Background: an optimization exercise with open tools, aiming at small area, a short achievable clock period and few clock cycles. Do not read the settings as production practice.
The RTL was checked by simulation tests, not by an equivalence proof against the original design.

## csd_vector_unit
module csd_vector_unit #(
    parameter int NUM_LANES   = DEF_NUM_LANES,
    parameter int DATA_WIDTH  = DEF_DATA_WIDTH,
    parameter int ACCUM_WIDTH = DEF_ACCUM_WIDTH,
    parameter int LEN_WIDTH   = DEF_LEN_WIDTH
) (
    input  logic                              clk,
    input  logic                              rst_n,
    input  logic                              cfg_valid,
    output logic                              cfg_ready,
    input  logic [LEN_WIDTH-1:0]              cfg_len,
    input  logic                              cfg_mode,
    input  logic [NUM_LANES-1:0]              cfg_break_mask,
    input  logic                              in_valid,
    output logic                              in_ready,
    input  logic [NUM_LANES*DATA_WIDTH-1:0]   in_act,
    input  logic [NUM_LANES*DATA_WIDTH-1:0]   in_wgt,
    input  logic [NUM_LANES-1:0]              in_nz_mask,
    output logic                              out_valid,
    input  logic                              out_ready,
    output logic [NUM_LANES*ACCUM_WIDTH-1:0]  out_data,
    output logic [NUM_LANES-1:0]              out_seg_mask,
    output logic                              busy
);
Size: about 770 flip-flops, about 560 I/O pins.
export LEC_CHECK = 0
export CAP_MARGIN = 20
export CORE_MARGIN = 2
export CORE_UTILIZATION = 60
export CTS_BUF_LIST = sky130_fd_sc_hd__clkbuf_8
export SETUP_SLACK_MARGIN = 3.4
export SLEW_MARGIN = 20
export TNS_END_PERCENT = 5
export BUFFER_PORTS_ARGS = -buffer_cell sky130_fd_sc_hd__buf_1
create_clock -name core_clock -period 7.5 [get_ports {clk}]
standard.sh (not shown) runs the stock make flow with config.mk's settings and CLKGATE_MAP_FILE= SYNTH_SCRIPT=/design/flow/synth_recipe.tcl, a recipe that flattens the netlist after the stock synthesis.
==> flow/flow/run.sh <==
#!/bin/bash
# The standard layout (the standard.sh), with port buffers that are plain
# sky130_fd_sc_hd__buf_1 cells rather than the delay buffers buffer_ports
# picks by itself. Every input and output port still gets its buffer.
set -euo pipefail
echo 'export BUFFER_PORTS_ARGS = -buffer_cell sky130_fd_sc_hd__buf_1' >> config.mk
cp config.mk config_mk_used.log
bash standard.sh > standard.log 2>&1
Testbench counts at the start, summed over its fixed seeds: cycles 31,142.
Rerun with:
--- a/flow/config.mk
+++ b/flow/config.mk
@@ -8,7 +8,6 @@
 export CAP_MARGIN = 20
 export CORE_MARGIN = 2
-export CORE_UTILIZATION = 60
-export CTS_BUF_LIST = sky130_fd_sc_hd__clkbuf_8
-export SETUP_SLACK_MARGIN = 3.4
+export CORE_UTILIZATION = 70
+export SETUP_SLACK_MARGIN = 3.0
 export SLEW_MARGIN = 20
 export TNS_END_PERCENT = 5
Result: The changed run went through all stages and came out clean; setup slack got worse by 79 ps; clock-buffer cell count decreases by 36; cell count decreases by 4.1%; design area decreases by 1.5%; via count increases by 1.2%; worst hold slack improved by 5.8 ps; non-clock buffer count decreases by 38.


Starting RTL as in the previous note.
==> flow/config.mk <==
export PLATFORM = sky130hd
export DESIGN_NAME = csd_vector_unit
export DESIGN_NICKNAME = csd_vector_unit
export VERILOG_FILES = /design/flow/design.v
export SDC_FILE = /design/flow/constraint.sdc
export NUM_CORES = 4
export LEC_CHECK = 0
export CAP_MARGIN = 20
export CORE_MARGIN = 2
export CORE_UTILIZATION = 60
export CTS_BUF_LIST = sky130_fd_sc_hd__clkbuf_8
export CTS_CLUSTER_SIZE = 24
export GPL_ROUTABILITY_DRIVEN = 0
export SETUP_SLACK_MARGIN = 3.0
export SLEW_MARGIN = 20
export TNS_END_PERCENT = 5
export BUFFER_PORTS_ARGS = -buffer_cell sky130_fd_sc_hd__buf_1
==> flow/constraint.sdc <==
create_clock -name core_clock -period 7.5 [get_ports {clk}]
set_input_delay 1.5000 -clock core_clock [delete_from_list [all_inputs] [get_ports {clk}]]
set_output_delay 1.5000 -clock core_clock [all_outputs]
set_load 0.01 [all_outputs]
Scripts as last shown in full above: flow/flow/run.sh
Testbench counts at the start, summed over its fixed seeds: cycles 31,142.
Edit:
CAP_MARGIN = 0   (was 20)
CTS_BUF_LIST = sky130_fd_sc_hd__clkbuf_4   (was sky130_fd_sc_hd__clkbuf_8)
GPL_ROUTABILITY_DRIVEN = unset   (was 0)
SLEW_MARGIN = 0   (was 20)
=> The new run passed the timing, design-rule and antenna checks. Wire length hardly moves. Setup slack degrades by 0.053 ns. Clock skew climbs by 0.071 ns. Non-clock buffer count fell by 14. Area after synthesis is unchanged. Via count grows by 0.99%. Fmax decreases by 1.1%.
Edit:
CAP_MARGIN = 20   (was 0)
CTS_BUF_LIST = sky130_fd_sc_hd__clkbuf_8   (was sky130_fd_sc_hd__clkbuf_4)
SLEW_MARGIN = 20   (was 0)
The new run finished clean.
Clock skew goes down by 0.068 ns.
Cell count goes down by 1.7%.
Sequential share of layout area barely changes.
Wire length goes down by 0.49%.
Global-route usage goes down by 0.17 points.
Worst setup slack is better by 0.033 ns.
Final area barely changes.
Edit:
SETUP_SLACK_MARGIN = 4.0   (was 3.0)
The changed run completed without violations.
Sequential share of layout area decreases by 0.95 points.
Non-clock buffer count increases by 113.
Global-route usage increases by 0.52 points.
Cell area increases by a few percent.
Routed wire length increases by a few percent.
First-iteration DRC count increases slightly.


csd_vector_unit again, from the RTL that the note above started with.
Settings: LEC_CHECK=0, CAP_MARGIN=20, CORE_MARGIN=2, CORE_UTILIZATION=60, SETUP_SLACK_MARGIN=3.0, SLEW_MARGIN=20, BUFFER_PORTS_ARGS=-buffer_cell sky130_fd_sc_hd__buf_1; clock period 7.5 ns.
Scripts as last shown in full above: flow/flow/run.sh
Testbench counts at the start, summed over its fixed seeds: cycles 31,142.
==> next run, changes <==
--- a/flow/config.mk
+++ b/flow/config.mk
@@ -7,7 +7,9 @@
 export LEC_CHECK = 0
-export CAP_MARGIN = 20
+export CAP_MARGIN = 0
 export CORE_MARGIN = 2
 export CORE_UTILIZATION = 60
+export CTS_BUF_LIST = sky130_fd_sc_hd__clkbuf_8
 export SETUP_SLACK_MARGIN = 3.0
-export SLEW_MARGIN = 20
+export SLEW_MARGIN = 0
+export TNS_END_PERCENT = 5
 export BUFFER_PORTS_ARGS = -buffer_cell sky130_fd_sc_hd__buf_1
What happened:
- The new run went through all stages and came out clean
- hold slack loses 10 ps
- utilization went down by 1.2 points
- routed wire length went down by about 0.6%
- via count went up by 0.67%
- sequential share of layout area went up by 0.50 points

re-timing with driven ports:
The results above use ideal ports. As a check the final layouts listed here were re-extracted and re-timed, cells and wires unchanged. Step 1, drivers: a clkbuf_16 drives clk and a buf_2 each remaining input, both assumed. Step 2 times the ports against the registers' clock, not the clock port: input delays grow and output delays shrink by t, the midpoint of the rising clock arrivals with the driver on. Three values: ideal ports, drivers, drivers and shift; two values: the first two.
run | t (ns) | slack for setup (ns) | hold slack, ns | worst setup path at the end
the first run of note 1 | 0.887 | 2.979 / 2.979 / 2.979 | 0.412 / 0.412 / 0.412 | register to register
the second run of note 1 | 0.725 | 2.900 / 2.900 / 2.900 | 0.418 / 0.418 / 0.418 | register to register
the first run of note 2 | 0.889 | 2.904 / 2.904 / 2.814 | 0.404 / 0.404 / 0.404 | input to register
the second run of note 2 | 1.153 | 2.851 / 2.851 / 2.851 | 0.412 / 0.412 / 0.412 | register to register
the third run of note 2 | 0.888 | 2.885 / 2.885 / 2.885 | 0.413 / 0.413 / 0.413 | register to register
the fourth run of note 2 | 0.865 | 2.953 / 2.953 / 2.918 | 0.417 / 0.417 / 0.417 | input to register
the first run of note 3 | 0.746 | 2.872 / 2.872 / 2.872 | 0.401 / 0.401 / 0.401 | register to register
the second run of note 3 | 0.863 | 2.903 / 2.903 / 2.903 | 0.391 / 0.391 / 0.391 | register to register
After both steps every run listed still meets setup and hold. The setup slack of the first run of note 2, which loses most, moves by 0.000 ns with the drivers and by -0.090 ns with both steps.
